This design comes from an exercise in tuning for small area on the open sky130 flow, not from production work.
No run shown here included a check of the RTL's function; only the layout flow was run.
Power is estimated from default activity; no workload was simulated.

===== flow/config.mk =====
export PLATFORM = sky130hd
export DESIGN_NAME = gpio_register_block_top
export DESIGN_NICKNAME = gpio_register_block_top
export VERILOG_FILES = /design/flow/design.v
export SDC_FILE = /design/flow/constraint.sdc
export NUM_CORES = 4
export LEC_CHECK = 0
export CAP_MARGIN = 20
export CORE_MARGIN = 2
export CORE_UTILIZATION = 60
export SLEW_MARGIN = 20

===== flow/constraint.sdc =====
create_clock -name core_clock -period 5.0 [get_ports {clk}]
set_input_delay 1.0000 -clock core_clock [delete_from_list [all_inputs] [get_ports {clk}]]
set_output_delay 1.0000 -clock core_clock [all_outputs]
set_load 0.01 [all_outputs]

===== flow/design.v =====
`timescale 1ns / 1ps
`default_nettype none
package grb_pkg;
  localparam int unsigned PAD_W  = 54;
  localparam int unsigned DATA_W = 32;
  localparam int unsigned IDX_W  = 4;
endpackage
`default_nettype wire
`timescale 1ns / 1ps
`default_nettype none
module grb_regfile (
  input  wire logic         clk,
  input  wire logic         rst_n,
  input  wire logic         fire,
  input  wire logic         mode,
  input  wire logic [3:0]   idx,
  input  wire logic [31:0]  wd,
  input  wire logic [53:0]  pads,
  output logic      [31:0]  rd_r,
  output logic              err_r,
  output logic      [53:0]  pad_drive,
  output logic      [53:0]  pad_drive_enable,
  output logic      [53:0]  pad_pull_up,
  output logic      [53:0]  pad_pull_down
);
  logic [5:0][29:0] fsel_r;
  logic [53:0]      latch_r;
  logic [53:0]      pclk_r;
  logic [1:0]       pctl_r;
  logic [53:0]      up_r;
  logic [53:0]      dn_r;
  logic        we;
  logic [15:0] sel;
  logic [31:0] wd_r;      
  logic        rst;
  assign rst  = !rst_n;
  assign we   = fire && mode;
  assign wd_r = wd & {32{rst_n}};
  always_comb begin
    sel = '0;
    sel[idx] = 1'b1;
  end
  for (genvar w = 0; w < 6; w++) begin : g_fsel
    logic ld;
    assign ld = rst || (we && sel[w]);
    always_ff @(posedge clk)
      fsel_r[w] <= (fsel_r[w] & {30{!ld}}) | (wd_r[29:0] & {30{ld}});
  end
  logic [53:0] wbits_set, wbits_clr;
  assign wbits_set = {wd[21:0] & {22{sel[7]}}, wd & {32{sel[6]}}};
  assign wbits_clr = {wd[21:0] & {22{sel[9]}}, wd & {32{sel[8]}}};
  for (genvar p = 0; p < 54; p++) begin : g_latch
    logic ld;
    assign ld = rst || (we && (wbits_set[p] || wbits_clr[p]));
    always_ff @(posedge clk) if (ld) latch_r[p] <= rst_n && !sel[8] && !sel[9];
  end
  logic ldp;
  assign ldp = rst || (we && sel[12]);
  always_ff @(posedge clk) pctl_r <= (pctl_r & {2{!ldp}}) | (wd_r[1:0] & {2{ldp}});
  logic [53:0] pwd;       
  logic [53:0] pbank;     
  assign pwd   = {wd[21:0], wd};
  assign pbank = {{22{sel[14]}}, {32{sel[13]}}};
  logic up_d, dn_d;
  assign up_d = rst_n && pctl_r == 2'd2;
  assign dn_d = rst_n && pctl_r == 2'd1;
  for (genvar p = 0; p < 54; p++) begin : g_pin
    logic ldc, lds;
    assign ldc = rst || (we && pbank[p]);
    assign lds = rst || (we && pbank[p] && pwd[p] && !pclk_r[p]);
    always_ff @(posedge clk)
      pclk_r[p] <= (pclk_r[p] && !ldc) || (wd_r[p % 32] && ldc);
    always_ff @(posedge clk) if (lds) begin
      up_r[p] <= up_d;
      dn_r[p] <= dn_d;
    end
  end
  logic        rd;
  logic        hold;
  logic [31:0] rd_n;
  assign rd   = fire && !mode;
  assign hold = !fire;
  always_comb begin
    rd_n = rd_r & {32{hold}};
    for (int w = 0; w < 6; w++)
      rd_n |= {2'b00, fsel_r[w]} & {32{rd && sel[w]}};
    rd_n |= pads[31:0] & {32{rd && sel[10]}};
    rd_n |= {10'd0, pads[53:32]} & {32{rd && sel[11]}};
    rd_n |= {30'd0, pctl_r} & {32{rd && sel[12]}};
    rd_n |= pclk_r[31:0] & {32{rd && sel[13]}};
    rd_n |= {10'd0, pclk_r[53:32]} & {32{rd && sel[14]}};
  end
  always_ff @(posedge clk) begin
    rd_r  <= rd_n;
    err_r <= (err_r && hold) || (fire && sel[15]);
  end
  for (genvar p = 0; p < 54; p++) begin : g_en
    assign pad_drive_enable[p] = fsel_r[p / 10][(p % 10) * 3 +: 3] == 3'd1;
  end
  assign pad_drive     = latch_r;
  assign pad_pull_up   = up_r;
  assign pad_pull_down = dn_r;
endmodule
`default_nettype wire
`timescale 1ns / 1ps
`default_nettype none
module gpio_register_block_top (
  input  wire logic         clk,
  input  wire logic         rst_n,
  input  wire logic         in_valid,
  output logic              in_stall,
  input  wire logic         in_mode,
  input  wire logic [3:0]   in_reg_index,
  input  wire logic [31:0]  in_write_data,
  input  wire logic [53:0]  in_pad_levels,
  output logic              out_valid,
  input  wire logic         out_stall,
  output logic      [31:0]  out_read_data,
  output logic              out_access_error,
  output logic      [53:0]  out_pad_drive,
  output logic      [53:0]  out_pad_drive_enable,
  output logic      [53:0]  out_pad_pull_up,
  output logic      [53:0]  out_pad_pull_down
);
  logic valid_r;
  logic fire;
  assign in_stall = valid_r && out_stall;
  assign fire     = in_valid && !in_stall;
  always_ff @(posedge clk) begin
    if (!rst_n) valid_r <= 1'b0;
    else        valid_r <= fire || in_stall;
  end
  grb_regfile u_regfile (
    .clk              (clk),
    .rst_n            (rst_n),
    .fire             (fire),
    .mode             (in_mode),
    .idx              (in_reg_index),
    .wd               (in_write_data),
    .pads             (in_pad_levels),
    .rd_r             (out_read_data),
    .err_r            (out_access_error),
    .pad_drive        (out_pad_drive),
    .pad_drive_enable (out_pad_drive_enable),
    .pad_pull_up      (out_pad_pull_up),
    .pad_pull_down    (out_pad_pull_down)
  );
  assign out_valid = valid_r;
endmodule
`default_nettype wire

===== flow/flow/run.sh =====
#!/bin/bash
# Standard ORFS layout with two changes: ports are buffered with the smallest
# buffer, and the clock tree uses small clock buffers without dummy loads.
set -euo pipefail
export BUFFER_PORTS_ARGS="-buffer_cell sky130_fd_sc_hd__buf_1"
export CTS_ARGS="-sink_clustering_enable -repair_clock_nets -buf_list {sky130_fd_sc_hd__clkbuf_4 sky130_fd_sc_hd__clkbuf_8} -dont_use_dummy_load"
bash standard.sh > flow_make.log 2>&1

===== flow/standard.sh =====
#!/bin/bash
# synth_recipe.tcl (not shown) runs the flow's synth.tcl, then flattens the netlist and writes it again
# the make line also repeats each setting of config.mk as NAME=value (left out here)
make -C /OpenROAD-flow-scripts/flow DESIGN_CONFIG=/design/flow/config.mk WORK_HOME=/design/flow/orfs CLKGATE_MAP_FILE= SYNTH_SCRIPT=/design/flow/synth_recipe.tcl "${@:-finish}"

==> run summary, run 1 <==
status=complete, no violations; crit path time final=3680 ps; Max Buffers Root-to-Sink=3; fraction of registers with async set/reset=0%; DP Area=18,600 µm²; endpoint type of the worst setup path=flop; Inserted Clock Buffers=68; vias=12,200; initial antenna violation count=1; distinct cell type count after synthesis=59; Fmax=272 MHz; DR pass1 iterations=6; Setup TNS=0 ps; cells after synthesis=1,089; Yosys top cell area share=71.3%; Slew Limit Fails=0; synth cell count leaders=edfxtp_1, o21ai_0, nor3b_1, o31ai_1, a22oi_1; Hold EP=u_regfile.rd_r[27]; endpoints failing setup=0; vias in the first global route=11,300; Initial Utilization=60.6%; Layout Nets=1,573; syn avg cell area=15.4 µm²; Lkg Pwr=0.00652 µW; # IOs=346; Pwr Total=7530 µW; CP required=5240 ps; Worst R2R Path Depth=7; Clock transition at path regs=60 ps; combinational fraction of design power=8.8%; worst vdd ir=0.000240 V; syn_nets=1,188; die height=171 µm; worst reg-to-reg setup slack=1750 ps; clock sinks=432; Flop pwr share=59.3%; Slew @ Worst Pin=1130 ps; Core Box Area=27,700 µm²; # rows=61; max cap viols=0; GRT Residual Overflow=0; skew final=45.5 ps; share of the yosys chip area belonging to registers=75.2%; FF-to-FF Start=valid_r; layout overhead on the synthesized area=16.3%; all-layer global routing usage=34.3%; P_int=5680 µW; RSZ-0062 raised after global routing=no; share of layout cells above drive strength 1=8.76%; top post-synthesis cells by area=edfxtp_1, dfxtp_1, nor3b_1; hold buffers post-CTS=0; design area=19,500 µm²; final count of hold timing violations=0; CP startpoint kind=input pin; postcts setup bufs=0; CP max stage delay=530 ps; crit-path cells=buf_1 > inv_1 > ha_1 > or2_1 > o21ai_2 > a21o_2 > a32o_1 > nand2_1 > o21ai_0; worst rel slew slack=24.2%; Clock power frac=32.0%; iteration-0 DRC count of the detailed router=1,887; mapped cell area=16,800 µm²; post-CTS sizing=0; vias per inst=6.58; DP HPWL=35.9 mm; Clock Tree Root=clkbuf_8; number of synthesized flops with an enable pin=399; P per Cell Area=385 nW/µm²; Crit path max-delay family=compound AO/OA/AOI/OAI gates; clk latency of the worst-skew pair=590 ps; Routed WL=51.1 mm; Crit Path Class=in -> reg; Hold Path Depth=2; # port buffers=345; Crit Reg-Reg Endpoint=u_regfile.rd_r[16]; htree depth=3; Crit Path Max Fanout=22; cell taking the most area after synthesis=edfxtp_1; FF+latch count, synth=432; Hold Crit Class=reg -> reg; most used flip-flop cell after synthesis=edfxtp_1; pin count of the biggest net entering global routing=110; CTS tree=yes; Sw Pwr=1850 µW; fin crit share=73.6%; CP arrival=3920 ps; Die Footprint=29,400 µm²; width of the die=171 µm; Worst Path Buf+Inv=2; most common cell in the netlist=edfxtp_1; Routed Antenna Nets=0; Switching Fraction=24.5%; first-pass GRT wire length=71.8 mm; number of synthesis warnings=2; drt drc=0; slowest CP cell=o21ai_2; RD Place Congestion=0.953; WL per Instance=27.6 µm
per-layer routing:
layer	part of all wire (%)	track usage, %	vias up
li1	-	-	5108
met1	40	51.3	5943
met2	43	49.1	1018
met3	13	8.05	121
met4	3.7	14.1	0
met5	0	0	-
stage by stage:
step	instances	hold WS (ps)	utilization, %	setup WS [ps]
after floorplan	1089	430	-	9.54
after global placement	1781	447	67.1	973
after detailed placement	1781	457	67.1	827
after CTS	1849	453	70.4	1430
after global routing	1851	474	70.5	1070
final	1852	447	70.6	1320
final cells by class:
cell class / count / area, µm²
clock buffer: 68 / 936
inverter: 41 / 154
sequential: 432 / 12600
tap: 378 / 473
multi-input combinational: 551 / 3740
fill: 1990 / 8160
antenna: 2 / 5.00
timing repair buffer: 380 / 1590
placed cells by master, fill, tap and decap left out, types with 34 or more instances in the layout:
| cell | instances |
|---|---|
| a22oi_1 | 53 |
| o31ai_1 | 54 |
| edfxtp_1 | 399 |
| nand2_1 | 37 |
| buf_1 | 344 |
| clkbuf_8 | 68 |
| a21oi_1 | 34 |
| o21ai_0 | 62 |
| inv_1 | 39 |
| nor3b_1 | 54 |
tightest hold or removal path, delay by kind of cell, from the launching register on:
kind,cells,cell delay [ps]
DFF,1,310
and+or+nand+nor,1,60
AOI/OAI and AO/OA,1,60
kinds of logic after synthesis:
kind of cell,Yosys count,share of synthesized area (%)
flip-flops,432,75.2
AO/OA/AOI/OAI,323,13.9
AND/OR/NAND/NOR,221,7.56
buffers and inverters,106,2.82
adder cells (fa/ha/maj),4,0.298
XOR/XNOR,2,0.104
multiplexers,1,0.0596
worst max path at each step:
| stage | start | to | slack, ps | cells past startpoint |
|---|---|---|---|---|
| after global routing | in_reg_index[0] | u_regfile.latch_r[46] | 1070 | 9 |
| after detailed placement | in_reg_index[1] | u_regfile.latch_r[49] | 830 | 9 |
| final | in_reg_index[1] | u_regfile.latch_r[49] | 1320 | 9 |
| after floorplan | in_reg_index[0] | u_regfile.latch_r[0] | 10 | 8 |
| after CTS | in_reg_index[1] | u_regfile.latch_r[53] | 1430 | 9 |
| after global placement | in_reg_index[1] | u_regfile.latch_r[38] | 970 | 9 |
power by group through the flow:
| stage | sequential, µW | clock, µW | combinational (µW) |
|---|---|---|---|
| after floorplan | 4520 | 0 | 290 |
| after global placement | 4520 | 0 | 640 |
| after detailed placement | 4520 | 0 | 647 |
| after CTS | 4450 | 2420 | 650 |
| after global routing | 4480 | 2570 | 708 |
| final | 4460 | 2410 | 660 |
==> run 2: changes to the inputs <==
==> flow/run.sh (new file) <==
#!/bin/bash
# synth_recipe.tcl (not shown) runs the flow's synth.tcl, then flattens the netlist and writes it again
# the make line also repeats each setting of config.mk as NAME=value (left out here)
make -C /OpenROAD-flow-scripts/flow DESIGN_CONFIG=/design/flow/config.mk WORK_HOME=/design/flow/orfs CLKGATE_MAP_FILE= SYNTH_SCRIPT=/design/flow/synth_recipe.tcl finish
--- a/flow/config.mk
+++ b/flow/config.mk
@@ -8,4 +8,5 @@
 export CAP_MARGIN = 20
 export CORE_MARGIN = 2
 export CORE_UTILIZATION = 60
+export CTS_BUF_LIST = sky130_fd_sc_hd__clkbuf_4 sky130_fd_sc_hd__clkbuf_8
 export SLEW_MARGIN = 20
removed: flow/flow/run.sh
removed: flow/standard.sh
==> run 2 against run 1 <==
Net effect: still clean; maximum frequency down 3.2%; clock skew down 21 ps; register-to-register slack better by 610 ps; utilization up 9.6 points; sequential share of layout area down 7.7 points; area after synthesis unchanged; sequential cell count unchanged; cell area up 14%; synthesized cell count unchanged; cell count up 3.3%; clock power up 22%; largest cell class unchanged.
==> run summary, run 2 <==
commonest non-fill, non-tap cell in the layout=edfxtp_1 (unchanged); synth cell count leaders=edfxtp_1, o21ai_0, nor3b_1, o31ai_1, a22oi_1 (unchanged); CP arrival=4040 ps (was 3920 ps); htree depth=3 (unchanged); most frequent cells in the layout=edfxtp_1, clkdlybuf4s50_1, clkbuf_8, o21ai_0 (was edfxtp_1, buf_1, clkbuf_8, o21ai_0); mux contribution to synthesized area=0.0596% (unchanged); Crit Path Class=in -> reg (unchanged); crit-path cells=clkdlybuf4s50_1 > inv_1 > ha_1 > or2_1 > nor2_1 > buf_4 > a21o_2 > a32o_1 > nand2_1 > o21ai_0 (was buf_1 > inv_1 > ha_1 > or2_1 > o21ai_2 > a21o_2 > a32o_1 > nand2_1 > o21ai_0); Lkg Pwr=0.00768 µW (was 0.00652 µW); worst rel slew slack=39.6% (was 24.2%); Crit Path Max Fanout=22 (unchanged); # port buffers=345 (unchanged); Flop pwr share=53.7% (was 59.3%); adder-cell share of the synthesized area=0.298% (unchanged); Slew Limit Fails=0 (unchanged); # rows=61 (unchanged); share of layout cells above drive strength 1=11.6% (was 8.76%); Synth Area in Compound Gates=13.9% (unchanged); Core Box Area=27,700 µm² (unchanged); CTS tree=yes (unchanged); Routed WL=54.0 mm (was 51.1 mm); share of the yosys chip area belonging to registers=75.2% (unchanged); CP max stage delay=670 ps (was 530 ps); first-pass GRT wire length=75.8 mm (was 71.8 mm); pin count of the biggest net entering global routing=80 (was 110); RSZ-0062 raised after global routing=no (unchanged); Worst R2R Path Depth=4 (was 7); GRT Residual Overflow=0 (unchanged); RD Place Congestion=0.952 (was 0.953); Crit Reg-Reg Endpoint=u_regfile.latch_r[43] (was u_regfile.rd_r[16]); layout overhead on the synthesized area=32.1% (was 16.3%); # IOs=346 (unchanged); mapped cell area=16,800 µm² (unchanged); CP startpoint kind=input pin (unchanged); combinational fraction of design power=10.9% (was 8.8%); largest family of logic cells by synthesized area=compound AO/OA/AOI/OAI gates (unchanged); DP Area=20,800 µm² (was 18,600 µm²); initial antenna violation count=1 (unchanged); P_int=6300 µW (was 5680 µW); Simple-Gate Fraction of Synth Area=7.56% (unchanged); Routed Antenna Nets=0 (unchanged); most common cell in the netlist=edfxtp_1 (unchanged); Worst Hold Slack=463 ps (was 447 ps); skew final=24.8 ps (was 45.5 ps); Inserted Clock Buffers=66 (was 68); cells after synthesis=1,089 (unchanged); Max Buffers Root-to-Sink=3 (unchanged); CP required=5240 ps (about the same); die height=171 µm (unchanged); Yosys top cell area share=71.3% (unchanged); clk latency of the worst-skew pair=590 ps (about the same); endpoints failing setup=0 (unchanged); syn avg cell area=15.4 µm² (unchanged); DR pass1 iterations=7 (was 6); FF+latch count, synth=432 (unchanged); fin crit share=76.0% (was 73.6%); fraction of registers with async set/reset=0% (unchanged); syn_nets=1,188 (unchanged); Clock power frac=35.4% (was 32.0%); Slew @ Worst Pin=903 ps (was 1130 ps); final count of hold timing violations=0 (unchanged); Switching Fraction=24.3% (was 24.5%); iteration-0 DRC count of the detailed router=2,201 (was 1,887); distinct cell type count after synthesis=59 (unchanged); status=complete, no violations (unchanged); xor-xnor portion of the synthesized cell area=0.104% (unchanged); Hold Crit Class=reg -> reg (unchanged); top post-synthesis cells by area=edfxtp_1, dfxtp_1, nor3b_1 (unchanged); vias=12,500 (was 12,200); crit path time final=3800 ps (was 3680 ps); vias per inst=6.53 (was 6.58); Fmax=263 MHz (was 272 MHz); ant diodes=0 (was 2); most used flip-flop cell after synthesis=edfxtp_1 (unchanged); Hold EP=u_regfile.rd_r[14] (was u_regfile.rd_r[27]); max cap viols=0 (unchanged); postcts setup bufs=0 (unchanged); post-CTS sizing=0 (unchanged); slowest CP cell=clkdlybuf4s50_1 (was o21ai_2); Pwr Total=8320 µW (was 7530 µW); endpoint type of the worst setup path=flop (unchanged); FF-to-FF Start=valid_r (unchanged); worst vdd ir=0.000234 V (was 0.000240 V); Layout Nets=1,582 (was 1,573); vias in the first global route=11,800 (was 11,300); worst reg-to-reg setup slack=2360 ps (was 1750 ps); Initial Utilization=60.6% (unchanged); WL per Instance=28.2 µm (was 27.6 µm); clock sinks=432 (unchanged); cell taking the most area after synthesis=edfxtp_1 (unchanged); Clock transition at path regs=60 ps (about the same); all-layer global routing usage=36.2% (was 34.3%); number of synthesized flops with an enable pin=399 (unchanged); number of synthesis warnings=2 (unchanged); Setup TNS=0 ps (unchanged); design area=22,200 µm² (was 19,500 µm²); DP HPWL=37.4 mm (was 35.9 mm); Die Footprint=29,400 µm² (unchanged); width of the die=171 µm (unchanged); drt drc=0 (unchanged); Sw Pwr=2020 µW (was 1850 µW); hold buffers post-CTS=0 (unchanged); Hold Path Depth=2 (unchanged); P per Cell Area=375 nW/µm² (was 385 nW/µm²); Clock Tree Root=clkbuf_8 (unchanged)
-- run 2: cell count changes in the layout (fill, tap and decap cells not counted), moves of 5 or more --
cell / before / now
buf_4: 33 / 43
clkbuf_4: 1 / 24
clkdlybuf4s50_1: 0 / 344
buf_1: 344 / 0
clkinv_1: 0 / 15
clkinv_2: 0 / 5
-- run 2: per-layer routing --
layer	vias to the layer above	GRT usage (%)	wire, µm
met2	1097	53.6	24000
li1	5172	-	-
met3	123	9.83	7730
met1	6104	52.0	20600
met4	0	13.8	1700
met5	-	0	0
-- run 2: area by class of cell --
type	count	area, µm²
timing repair buffer	391	3850
sequential	432	12600
tap	378	473
clock inverter	27	189
inverter	41	154
fill	1600	5510
clock buffer	94	1140
multi-input combinational	551	3740
-- run 2: kinds of logic after synthesis --
group                    count (synthesis)
AO/OA/AOI/OAI                          323
XOR/XNOR                                 2
adder cells (fa/ha/maj)                  4
buffers and inverters                  106
flip-flops                             432
multiplexers                             1
AND/OR/NAND/NOR                        221
-- run 2: power by group through the flow --
stage | Combinational [µW] | Sequential (µW) | Clock (µW)
floorplan | 290 | 4520 | 0
global route | 951 | 4480 | 3110
finish | 907 | 4460 | 2950
CTS | 894 | 4450 | 2960
global placement | 873 | 4520 | 0
detailed placement | 889 | 4530 | 0
-- run 2: worst max-delay path, delay by kind of cell --
family / cells / cell delay [ps]
buffers and inverters: 3 / 950
AOI/OAI and AO/OA: 3 / 870
and+or+nand+nor: 3 / 870
adders and majority gates: 1 / 340
-- run 2: worst max path at each step --
stage | slack (ps) | start | endpoint | cells past startpoint
2_1_floorplan | 10 | in_reg_index[0] | u_regfile.latch_r[0] | 8
3_5_place_dp | 690 | in_reg_index[1] | u_regfile.latch_r[39] | 10
3_3_place_gp | 830 | in_reg_index[1] | flop | 10
4_1_cts | 1310 | in_reg_index[1] | u_regfile.latch_r[36] | 10
5_1_grt | 1000 | in_reg_index[0] | u_regfile.latch_r[36] | 10
6_report | 1200 | in_reg_index[0] | u_regfile.latch_r[43] | 10
-- run 2: per-stage QoR --
stage          util, %  setup WS, ps  std cells
3_5_place_dp      75.1           692       1791
3_3_place_gp      75.1           826       1791
5_1_grt           80.1           996       1914
2_1_floorplan        -          9.54       1089
6_report          80.1          1200       1914
4_1_cts           79.9          1310       1912
==> run 3: changes to the inputs <==
==> flow/flow/run.sh (new file) <==
#!/bin/bash
# Standard ORFS layout with two changes: ports are buffered with the smallest
# buffer, and the clock tree uses clkbuf_8 leaf clusters without dummy loads.
set -euo pipefail
export BUFFER_PORTS_ARGS="-buffer_cell sky130_fd_sc_hd__buf_1"
export CTS_ARGS="-sink_clustering_enable -repair_clock_nets -buf_list sky130_fd_sc_hd__clkbuf_8 -sink_clustering_size 16 -sink_clustering_max_diameter 80 -dont_use_dummy_load"
bash standard.sh > flow_make.log 2>&1
==> flow/standard.sh (new file) <==
#!/bin/bash
# synth_recipe.tcl (not shown) runs the flow's synth.tcl, then flattens the netlist and writes it again
# the make line also repeats each setting of config.mk as NAME=value (left out here)
make -C /OpenROAD-flow-scripts/flow DESIGN_CONFIG=/design/flow/config.mk WORK_HOME=/design/flow/orfs CLKGATE_MAP_FILE= SYNTH_SCRIPT=/design/flow/synth_recipe.tcl "${@:-finish}"
==> flow/config.mk (replaced) <==
export PLATFORM = sky130hd
export DESIGN_NAME = gpio_register_block_top
export DESIGN_NICKNAME = gpio_register_block_top
export VERILOG_FILES = /design/flow/design.v
export SDC_FILE = /design/flow/constraint.sdc
export NUM_CORES = 4
export LEC_CHECK = 0
export CAP_MARGIN = 10
export CORE_MARGIN = 2
export CORE_UTILIZATION = 70
export SLEW_MARGIN = 10
removed: flow/run.sh
==> run 3 against run 2 <==
Net effect: critical path depth fell by 1; routed wire length decreased by 5.5%; maximum frequency rose by 2.4%; non-clock buffer count shrank 18; highest routed layer unchanged; die area decreased by 14%.
==> run summary, run 3 <==
Core Box Area=23,500 µm² (was 27,700 µm²); width of the die=159 µm (was 171 µm); FF-to-FF Start=valid_r (unchanged); RD Place Congestion=0.957 (was 0.952); drt drc=0 (unchanged); top post-synthesis cells by area=edfxtp_1, dfxtp_1, nor3b_1 (unchanged); number of synthesis warnings=2 (unchanged); skew final=29.3 ps (was 24.8 ps); RSZ-0062 raised after global routing=no (unchanged); final std cells w/o fill=1,747 (was 1,914); fraction of registers with async set/reset=0% (unchanged); Crit Path Class=in -> reg (unchanged); Routed WL=51.1 mm (was 54.0 mm); WL per Instance=29.2 µm (was 28.2 µm); Worst Hold Slack=472 ps (was 463 ps); post-CTS sizing=0 (unchanged); Setup TNS=0 ps (unchanged); vias per inst=6.97 (was 6.53); htree depth=1 (was 3); design area=18,900 µm² (was 22,200 µm²); sequential cell area=12,600 µm² (unchanged); CP max stage delay=500 ps (was 670 ps); distinct cell type count after synthesis=59 (unchanged); crit path time final=3710 ps (was 3800 ps); Placement Setup Slack=747 ps (was 692 ps); most common cell in the netlist=edfxtp_1 (unchanged); Slew Limit Fails=0 (unchanged); Hold Crit Class=reg -> reg (unchanged); clock sinks=432 (unchanged); iteration-0 DRC count of the detailed router=2,091 (was 2,201); DP HPWL=35.6 mm (was 37.4 mm); CP required=5300 ps (was 5240 ps); commonest non-fill, non-tap cell in the layout=edfxtp_1 (unchanged); status=complete, no violations (unchanged); initial antenna violation count=1 (unchanged); hold buffers post-CTS=0 (unchanged); first-pass GRT wire length=73.7 mm (was 75.8 mm); Worst Path Buf+Inv=2 (was 3); final count of hold timing violations=0 (unchanged); P per Cell Area=354 nW/µm² (was 375 nW/µm²); share of the yosys chip area belonging to registers=75.2% (unchanged); slowest CP cell=nand2_1 (was clkdlybuf4s50_1); most used flip-flop cell after synthesis=edfxtp_1 (unchanged); Clock Tree Root=clkbuf_8 (unchanged); # port buffers=345 (unchanged); Crit Path Max Fanout=22 (unchanged); DP Area=18,500 µm² (was 20,800 µm²); mapped cell area=16,800 µm² (unchanged); Clock transition at path regs=100 ps (was 60 ps); die height=159 µm (was 171 µm); endpoints failing setup=0 (unchanged); all-layer global routing usage=39.7% (was 36.2%); Inst Count DP=1,716 (was 1,791); Layout Nets=1,528 (was 1,582); worst reg-to-reg setup slack=2240 ps (was 2360 ps); Inserted Clock Buffers=30 (was 66); layout overhead on the synthesized area=12.4% (was 32.1%); worst rel slew slack=24.3% (was 39.6%); share of layout cells above drive strength 1=5.89% (was 11.6%); cells after synthesis=1,089 (unchanged); fin crit share=74.3% (was 76.0%); syn avg cell area=15.4 µm² (unchanged); Crit path max-delay family=compound AO/OA/AOI/OAI gates (was buffers and inverters); GRT Residual Overflow=0 (unchanged); Yosys top cell area share=71.3% (unchanged); setup ws final=1290 ps (was 1200 ps); crit-path cells=buf_1 > inv_1 > ha_1 > or2_1 > o21ai_2 > a21o_2 > a32o_1 > nand2_1 > o21ai_0 (was clkdlybuf4s50_1 > inv_1 > ha_1 > or2_1 > nor2_1 > buf_4 > a21o_2 > a32o_1 > nand2_1 > o21ai_0); Fmax=269 MHz (was 263 MHz); CP arrival=4010 ps (was 4040 ps); syn_nets=1,188 (unchanged); pin count of the biggest net entering global routing=79 (was 80); CP startpoint kind=input pin (unchanged); FILL cells=1,325 (was 1,600); # rows=56 (was 61); DR pass1 iterations=8 (was 7); FF+latch count, synth=432 (unchanged); clk latency of the worst-skew pair=640 ps (was 590 ps); Crit Reg-Reg Endpoint=u_regfile.latch_r[23] (was u_regfile.latch_r[43]); endpoint type of the worst setup path=flop (unchanged); vias=12,200 (was 12,500); max cap viols=0 (unchanged); area of the multi-input gates=3740 µm² (unchanged); Die Footprint=25,300 µm² (was 29,400 µm²); most frequent cells in the layout=edfxtp_1, buf_1, o21ai_0, nor3b_1, o31ai_1 (was edfxtp_1, clkdlybuf4s50_1, clkbuf_8, o21ai_0); Routed Antenna Nets=0 (unchanged); Slew @ Worst Pin=1140 ps (was 903 ps); synth cell count leaders=edfxtp_1, o21ai_0, nor3b_1, o31ai_1, a22oi_1 (unchanged); vias in the first global route=11,500 (was 11,800); CTS tree=yes (unchanged); CP endpoint=u_regfile.latch_r[50] (was u_regfile.latch_r[43]); Max Buffers Root-to-Sink=3 (unchanged); Initial Utilization=71.4% (was 60.6%); Worst R2R Path Depth=5 (was 4); cell taking the most area after synthesis=edfxtp_1 (unchanged); worst vdd ir=0.000281 V (was 0.000234 V); crit path launch=in_reg_index[1] (was in_reg_index[0]); CP Depth=9 (was 10); Lkg Pwr=0.00621 µW (was 0.00768 µW); postcts setup bufs=0 (unchanged); number of synthesized flops with an enable pin=399 (unchanged); # IOs=346 (unchanged)
## run 3: cell types whose count changed in the layout (fill, tap and decap cells not counted), moves of 5 or more
cell | before | now
buf_4 | 43 | 26
clkbuf_4 | 24 | 1
clkbuf_8 | 70 | 30
clkinv_1 | 15 | 0
buf_1 | 0 | 344
clkinv_2 | 5 | 0
clkdlybuf4s50_1 | 344 | 0
## run 3: layer usage
layer	share of wire [%]	vias to the layer above	wire length, µm	GRT usage (%)
met3	15	154	7800	10.5
met4	3.7	0	1910	11.4
met5	0	-	0	0
met2	46	1197	23400	62.3
li1	-	5002	-	-
met1	35	5818	18000	56.2
## run 3: final cells by class
cell class | count | share of cell area [%]
multi-input cells | 551 | 19.8
well taps | 319 | 2.11
diodes | 1 | 0.0132
repair buffers | 373 | 8.12
clock buffers | 30 | 2.19
flip-flops and latches | 432 | 66.9
inverters | 41 | 0.815
## run 3: cell families after synthesis
logic type	share of synthesized area, %
adders and majority gates	0.298
xor gates and xnor gates	0.104
AOI/OAI and AO/OA	13.9
and+or+nand+nor	7.56
muxes	0.0596
DFF	75.2
buffers and inverters	2.82
## run 3: per-stage QoR
step | total power (µW) | util [%]
global placement | 5140 | 78.5
global route | 6830 | 80.2
CTS | 6640 | 80.2
finish | 6680 | 80.2
detailed placement | 5170 | 78.5
floorplan | 4810 | -
## run 3: worst min-delay path by stage
stage | depth (start not counted) | start | endpoint
after global routing | 2 | flop | u_regfile.rd_r[14]
after CTS | 2 | flop | u_regfile.rd_r[14]
after global placement | 2 | flop | u_regfile.rd_r[14]
after detailed placement | 2 | flop | u_regfile.rd_r[14]
final | 2 | flop | u_regfile.rd_r[14]
after floorplan | 2 | flop | u_regfile.rd_r[14]
## run 3: power breakdown
part / internal, µW / total [µW] / switching (µW)
registers: 4280 / 4460 / 180
clock network: 535 / 1560 / 1020
logic: 192 / 668 / 476
total: 5000 / 6680 / 1680
## run 3: worst min-delay path, cell delays in order, from the launching register on
cell,delay [ps]
edfxtp_1,340
a21oi_1,60
nand3_1,60

==> static timing again, ports no longer ideal <==
How much do the figures lean on ideal ports? The routed layouts below were timed once more, with nothing changed but the port constraints. Step 1, drivers: a clkbuf_16 drives clk and a buf_2 each remaining input, both assumed. Step 2 adds t to the input delays and takes it off the output delays; t is the mean of the earliest and latest rising clock arrival at the registers after step 1. Input paths then give back, and output paths get back, about the clock's delay inside the block. Three values: no drivers, after step 1, after step 2; two values: the first two.
run | shift t [ns] | setup slack, ns | hold WS [ns] | clock arrival spread, ns | worst data-port slew with drivers (ns)
run 1 | 0.603 | 1.322 / 1.331 / 0.728 | 0.447 / 0.447 / 0.447 | 0.063 / 0.064 | 0.08
run 2 | 0.623 | 1.199 / 1.219 / 0.596 | 0.463 / 0.463 / 0.463 | 0.025 / 0.025 | 0.07
run 3 | 0.665 | 1.286 / 1.286 / 0.621 | 0.472 / 0.472 / 0.472 | 0.037 / 0.037 | 0.10
After both steps every run listed still meets setup and hold. The setup slack of run 3, which loses most, moves by 0.000 ns with the drivers and by -0.665 ns with both steps.
